Context: an optimization exercise on an open-source flow, tuned for small area. The choices shown serve that exercise and are no tape-out recipe. The RTL was checked by simulation tests, not by an equivalence proof against the original design. Power figures rest on the tool's default switching activity, not on a simulated workload.

==> flow/design.v (excerpt) <==
module icmp_echo_reply_parser (
    input  logic                                i_clk,
    input  logic                                i_rst_n,
    input  logic                                i_valid,
    output logic                                o_ready,
    input  icmp_pkg::t_in                       i_data,
    output logic                                o_valid,
    input  logic                                i_ready,
    output icmp_pkg::t_out                      o_data,
    input  logic                                i_cfg_we,
    input  logic [icmp_pkg::CFG_IDX_W-1:0]      i_cfg_idx,
    input  logic [icmp_pkg::CFG_DATA_W-1:0]     i_cfg_data
);
Size: roughly 1,300 cells after synthesis, roughly 340 flip-flops.
export LEC_CHECK = 0
export CAP_MARGIN = 20
export CORE_MARGIN = 2
export CORE_UTILIZATION = 55
export SLEW_MARGIN = 20
create_clock -name core_clock -period 10.0 [get_ports {i_clk}]
standard.sh (not shown) runs the stock make flow with config.mk's settings and CLKGATE_MAP_FILE= SYNTH_SCRIPT=/design/flow/synth_recipe.tcl, a recipe that flattens the netlist after the stock synthesis.
==> flow/flow/run.sh <==
#!/bin/bash
# Own flow: the standard layout (standard.sh with the standard flow's synthesis script
# synth_recipe.tcl), run from a copy of ORFS's scripts folder with these
# changes to how the layout is built:
#  - synthesis maps the logic with ABC's area script (ABC_AREA=1), and that
#    script (flow/abc_area.script) is an area-oriented one: dch + amap, twice;
#  - Yosys's extract_fa extracts full adders only (extract_fa -fa): half
#    adders are left to ABC, which maps them with fewer inverters.
#    Registers are mapped by dfflibmap as in the standard synthesis, so they
#    are the standard synthesis's registers (same names and cell types);
#  - the port buffers that global placement inserts are the smallest buffer,
#    sky130_fd_sc_hd__buf_1, instead of the cell buffer_ports picks itself;
#  - clock tree synthesis uses clkbuf_8 in small sink clusters and inserts no
#    dummy loads.
set -euo pipefail
here=$(pwd)
rm -rf "$here/scripts_abc"
cp -r "$FLOW_HOME/scripts" "$here/scripts_abc"
cp "$here/flow/abc_area.script" "$here/scripts_abc/abc_area.script"
sed -i 's/extract_fa {\*}\[dont_use_extract_fa_args\]/extract_fa -fa/' "$here/scripts_abc/synth.tcl"
grep -q 'extract_fa -fa$' "$here/scripts_abc/synth.tcl"
export BUFFER_PORTS_ARGS="-buffer_cell sky130_fd_sc_hd__buf_1"
export CTS_ARGS="-sink_clustering_enable -repair_clock_nets -sink_clustering_size 20 -sink_clustering_max_diameter 55 -buf_list sky130_fd_sc_hd__clkbuf_8 -dont_use_dummy_load"
bash standard.sh SCRIPTS_DIR="$here/scripts_abc" ABC_AREA=1 finish > standard_make.log 2>&1
==> flow/flow/abc_area.script <==
strash
dch
amap
strash
dch
amap
topo
stime -c
Change:
--- a/flow/flow/run.sh
+++ b/flow/flow/run.sh
@@ -22,3 +22,3 @@
 export BUFFER_PORTS_ARGS="-buffer_cell sky130_fd_sc_hd__buf_1"
-export CTS_ARGS="-sink_clustering_enable -repair_clock_nets -sink_clustering_size 20 -sink_clustering_max_diameter 55 -buf_list sky130_fd_sc_hd__clkbuf_8 -dont_use_dummy_load"
+export CTS_ARGS="-sink_clustering_enable -repair_clock_nets -sink_clustering_size 18 -sink_clustering_max_diameter 60 -buf_list sky130_fd_sc_hd__clkbuf_8 -dont_use_dummy_load"
 bash standard.sh SCRIPTS_DIR="$here/scripts_abc" ABC_AREA=1 finish > standard_make.log 2>&1
Sequential share of layout area hardly moves. Clock power decreases by about 3.3%. Wire length came out lower by 0.34%. Total power decreases by about 0.9%. Maximum frequency stays flat. Global-route usage is about the same. Count of clock-buffer cells in the layout came out lower by 2. Register-to-register slack is worse by 90 ps. Worst hold slack gains 17 ps. Via count stays flat. Final cell count stays flat.
Change:
--- a/flow/flow/run.sh
+++ b/flow/flow/run.sh
@@ -23,2 +23,2 @@
 export CTS_ARGS="-sink_clustering_enable -repair_clock_nets -sink_clustering_size 18 -sink_clustering_max_diameter 60 -buf_list sky130_fd_sc_hd__clkbuf_8 -dont_use_dummy_load"
-bash standard.sh SCRIPTS_DIR="$here/scripts_abc" ABC_AREA=1 finish > standard_make.log 2>&1
+bash standard.sh SCRIPTS_DIR="$here/scripts_abc" ABC_AREA=1 ADDER_MAP_FILE= finish > standard_make.log 2>&1
CORE_UTILIZATION = 70   (was 55)
Effect: The changed run completed without violations; cell area goes down by 1.1%; clock skew rises by 24 ps; global-route usage came out higher by 7.0 points; routed wire length came out higher by 2.9%.
Change:
--- a/flow/flow/run.sh
+++ b/flow/flow/run.sh
@@ -23,2 +23,2 @@
 export CTS_ARGS="-sink_clustering_enable -repair_clock_nets -sink_clustering_size 18 -sink_clustering_max_diameter 60 -buf_list sky130_fd_sc_hd__clkbuf_8 -dont_use_dummy_load"
-bash standard.sh SCRIPTS_DIR="$here/scripts_abc" ABC_AREA=1 ADDER_MAP_FILE= finish > standard_make.log 2>&1
+bash standard.sh SCRIPTS_DIR="$here/scripts_abc" ABC_AREA=1 finish > standard_make.log 2>&1
Effect:
- The new run completed with no timing, DRC or antenna violations
- combinational power barely changes
- setup slack improves by 34 ps
- wire length is lower by 4.5%
- via count decreases by 9.7%

-- what the ideal ports hide --
In the flow no input, the clock included, has a driving cell. The finished layouts below were timed again as built, in two steps.
Step 1 sets driving cells, clkbuf_16 on the clock port and buf_2 on the other inputs (assumed; they add their load-dependent delay and slew).
Step 2 times the ports against the registers' clock, not the clock port: input delays grow and output delays shrink by t, the midpoint of the rising clock arrivals with the driver on.
a / b / c = ideal ports / drivers / drivers and shift; a / b = the first two.
| run | t, ns | slack for setup (ns) | hold WS [ns] | worst register clock-pin slew, ns | cell pins on the clock port's net |
|---|---|---|---|---|---|
| the first run | 0.617 | 2.595 / 2.620 / 2.002 | 0.389 / 0.389 / 0.389 | 0.12 / 0.12 | 1 |
| the second run | 0.605 | 2.584 / 2.607 / 2.001 | 0.406 / 0.406 / 0.406 | 0.12 / 0.12 | 1 |
| the third run | 0.605 | 2.484 / 2.484 / 2.484 | 0.416 / 0.416 / 0.416 | 0.12 / 0.12 | 1 |
| the fourth run | 0.591 | 2.518 / 2.540 / 1.948 | 0.400 / 0.400 / 0.400 | 0.11 / 0.11 | 1 |
After both steps setup and hold are still met in every run listed. The setup slack of the first run, which loses most, moves by +0.025 ns with the drivers and by -0.593 ns with both steps.
